This design comes from an exercise in tuning for small area on the open sky130 flow, not from production work. Only simulation tests tie the RTL to the original design; equivalence was not proved. Power and IR drop assume default switching activity.

v43:
==> flow/design.v (excerpt) <==
module decodeStage (
    input  logic        CLK,
    input  logic        RESET,
    input  logic [31:0] fetchPc,
    input  logic [31:0] fetchInstr,
    input  logic        fetchValid,
    output logic        fetchReady,
    input  logic [4:0]  wbDest,
    input  logic [31:0] wbData,
    input  logic        wbValid,
    input  logic [4:0]  exeBypDest,
    input  logic [31:0] exeBypData,
    input  logic        exeBypValid,
    input  logic [4:0]  memBypDest,
    input  logic [31:0] memBypData,
    input  logic        memBypValid,
    output logic [31:0] exeInstr,
    output logic [31:0] exePc,
    output logic [31:0] exeOpA,
    output logic [31:0] exeOpB,
    output logic [4:0]  exeRegA,
    output logic [4:0]  exeRegB,
    output logic [4:0]  exeDestReg,
    output logic [31:0] exeMemWriteData,
    output logic        exeRegWrite,
    output logic [3:0]  exeAluOp,
    output logic        exeMemRead,
    output logic        exeMemWrite,
    output logic [4:0]  exeShamt,
    output logic        exeSys,
    output logic        exeValid,
    input  logic        exeReady,
    output logic [31:0] altPc,
    output logic        altPcValid,
    output logic        wantFreeze
);
Size: roughly 3,800 cells after synthesis, ~1,700 flip-flops, about 410 I/O pins, about 0.067 mm2 of cells after synthesis.
==> flow/config.mk <==
export PLATFORM = sky130hd
export DESIGN_NAME = decodeStage
export DESIGN_NICKNAME = decodeStage
export VERILOG_FILES = /design/flow/design.v
export SDC_FILE = /design/flow/constraint.sdc
export NUM_CORES = 4
export LEC_CHECK = 0
export CAP_MARGIN = 20
export CORE_MARGIN = 2
export CORE_UTILIZATION = 55
export PLACE_DENSITY = 0.65
export SLEW_MARGIN = 20
export SYNTH_HIERARCHICAL = 1
export SYNTH_MINIMUM_KEEP_SIZE = 0
==> flow/constraint.sdc <==
create_clock -name core_clock -period 10.0 [get_ports {CLK}]
set_input_delay 2.0000 -clock core_clock [delete_from_list [all_inputs] [get_ports {CLK}]]
set_output_delay 2.0000 -clock core_clock [all_outputs]
set_load 0.01 [all_outputs]
standard.sh (not shown) runs the stock make flow with config.mk's settings and CLKGATE_MAP_FILE= SYNTH_SCRIPT=/design/flow/synth_recipe.tcl, a recipe that flattens the netlist after the stock synthesis.
==> flow/flow/run.sh <==
#!/bin/bash
# The standard layout, with two changes: the port buffers use the smallest
# buffer cell, and clock tree synthesis adds no dummy loads.
set -euo pipefail
export BUFFER_PORTS_ARGS="-buffer_cell sky130_fd_sc_hd__buf_1"
export CTS_ARGS="-sink_clustering_enable -repair_clock_nets -dont_use_dummy_load"
bash standard.sh > standard.log 2>&1
Inputs modified between v43 and v29:
==> flow/flow/run.sh <==
#!/bin/bash
# The standard layout, with these changes: the port buffers use the smallest
# buffer cell; clock tree synthesis adds no dummy loads and builds its leaves
# from clkbuf_8 cells driving up to 15 flip-flops within 50 um.
set -euo pipefail
export BUFFER_PORTS_ARGS="-buffer_cell sky130_fd_sc_hd__buf_1"
export CTS_ARGS="-sink_clustering_enable -repair_clock_nets -dont_use_dummy_load -buf_list sky130_fd_sc_hd__clkbuf_8 -sink_clustering_size 15 -sink_clustering_max_diameter 50"
bash standard.sh > standard.log 2>&1
Results
Reported for v43 and v29, post-place setup slack turned out identical to the last digit. v29 vs. v43: portion of total power attributed to combinational logic went up by 3.0 points. Per the comparison of v29 with v43, routing usage on met1 has remained practically unchanged; worst hold slack has increased.
Here is what was changed in the inputs of v20 compared with v29.
==> flow/run.sh (new file) <==
#!/bin/bash
# synth_recipe.tcl (not shown) runs the flow's synth.tcl, then flattens the netlist and writes it again
# the make line also repeats each setting of config.mk as NAME=value (left out here)
make -C /OpenROAD-flow-scripts/flow DESIGN_CONFIG=/design/flow/config.mk WORK_HOME=/design/flow/orfs CLKGATE_MAP_FILE= SYNTH_SCRIPT=/design/flow/synth_recipe.tcl finish
removed: flow/flow/run.sh
removed: flow/standard.sh
==> comparison <==
Comparing v29 and v20, the lower detailed-placement wirelength estimate is on v29. Min power across v29 and v20: v29. Proportion of cell area occupied by registers sits lower in v20 than in v29. Cmp v20 vs v29: met3 track demand over resource higher in v20. v20 reports a higher slew at the pin closest to its max-slew limit than v29 does. Diff v29 -> v20: number of gates resized after CTS was more or less identical; core occupancy in the finished layout now sits higher; critical path's largest stage delay rose 240 ps.
The inputs of v47 differ from those of v20 as listed below.
==> flow/flow/run.sh (new file) <==
#!/bin/bash
# The standard layout, with these changes: the port buffers use the smallest
# buffer cell; clock tree synthesis adds no dummy loads and builds its leaves
# from clkbuf_8 cells driving up to 15 flip-flops within 50 um; after global
# routing, gates off the critical paths are downsized (ORFS's power recovery
# on all paths with slack).
set -euo pipefail
export BUFFER_PORTS_ARGS="-buffer_cell sky130_fd_sc_hd__buf_1"
export CTS_ARGS="-sink_clustering_enable -repair_clock_nets -dont_use_dummy_load -buf_list sky130_fd_sc_hd__clkbuf_8 -sink_clustering_size 15 -sink_clustering_max_diameter 50"
export RECOVER_POWER=100
bash standard.sh > standard.log 2>&1
==> flow/standard.sh (new file) <==
#!/bin/bash
# synth_recipe.tcl (not shown) runs the flow's synth.tcl, then flattens the netlist and writes it again
# the make line also repeats each setting of config.mk as NAME=value (left out here)
make -C /OpenROAD-flow-scripts/flow DESIGN_CONFIG=/design/flow/config.mk WORK_HOME=/design/flow/orfs CLKGATE_MAP_FILE= SYNTH_SCRIPT=/design/flow/synth_recipe.tcl "${@:-finish}"
removed: flow/run.sh
Findings:
Cmp v20 and v47 / clock skew / higher: v47. Relative to v20, met1 track demand over resource in global routing decreased by 1.7 points in v47. Of v47 and v20, it is v47 that has the lower total power. [compare] base=v20 new=v47: power density of the placed cells fell by 7.3%, routed wire length went down 7900 um, worst setup slack down 520 ps, worst hold slack now sits higher. In the flow results for v20 and v47, the final area is larger on v20. v47: fmax 5.4% below v20. The layout from v47, despite a flow that completed every stage, fails the layout checks, with the failing checks listed as max-capacitance violations, max-slew violations.

-- what the ideal ports hide --
No port has a modelled driver above. Below, the same layouts with a new extraction and two added sets of constraints.
Step 1 (the two cells are an assumption about what drives the block):
set clk [get_ports {CLK}]
set_driving_cell -lib_cell sky130_fd_sc_hd__clkbuf_16 $clk
set_driving_cell -lib_cell sky130_fd_sc_hd__buf_2 [delete_from_list [all_inputs] $clk]
Step 2, shift: input delay + t, output delay - t, t = (earliest + latest rising clock arrival at the registers) / 2. This alone moves slack from input paths to output paths.
a / b / c = no drivers / after step 1 / after step 2; a / b = the first two.
| run | shift t [ns] | slack for setup (ns) | worst hold slack (ns) | worst setup path at the end |
|---|---|---|---|---|
| v43 | 0.851 | 1.311 / 1.228 / 2.079 | 0.476 / 0.476 / 0.476 | register to output |
| v29 | 0.943 | 1.255 / 1.182 / 2.124 | 0.479 / 0.479 / 0.479 | register to output |
| v20 | 0.876 | 0.971 / 0.890 / 1.766 | 0.474 / 0.474 / 0.474 | register to output |
| v47 | 0.951 | 0.452 / 0.452 / 0.452 | 0.478 / 0.478 / 0.478 | register to register |
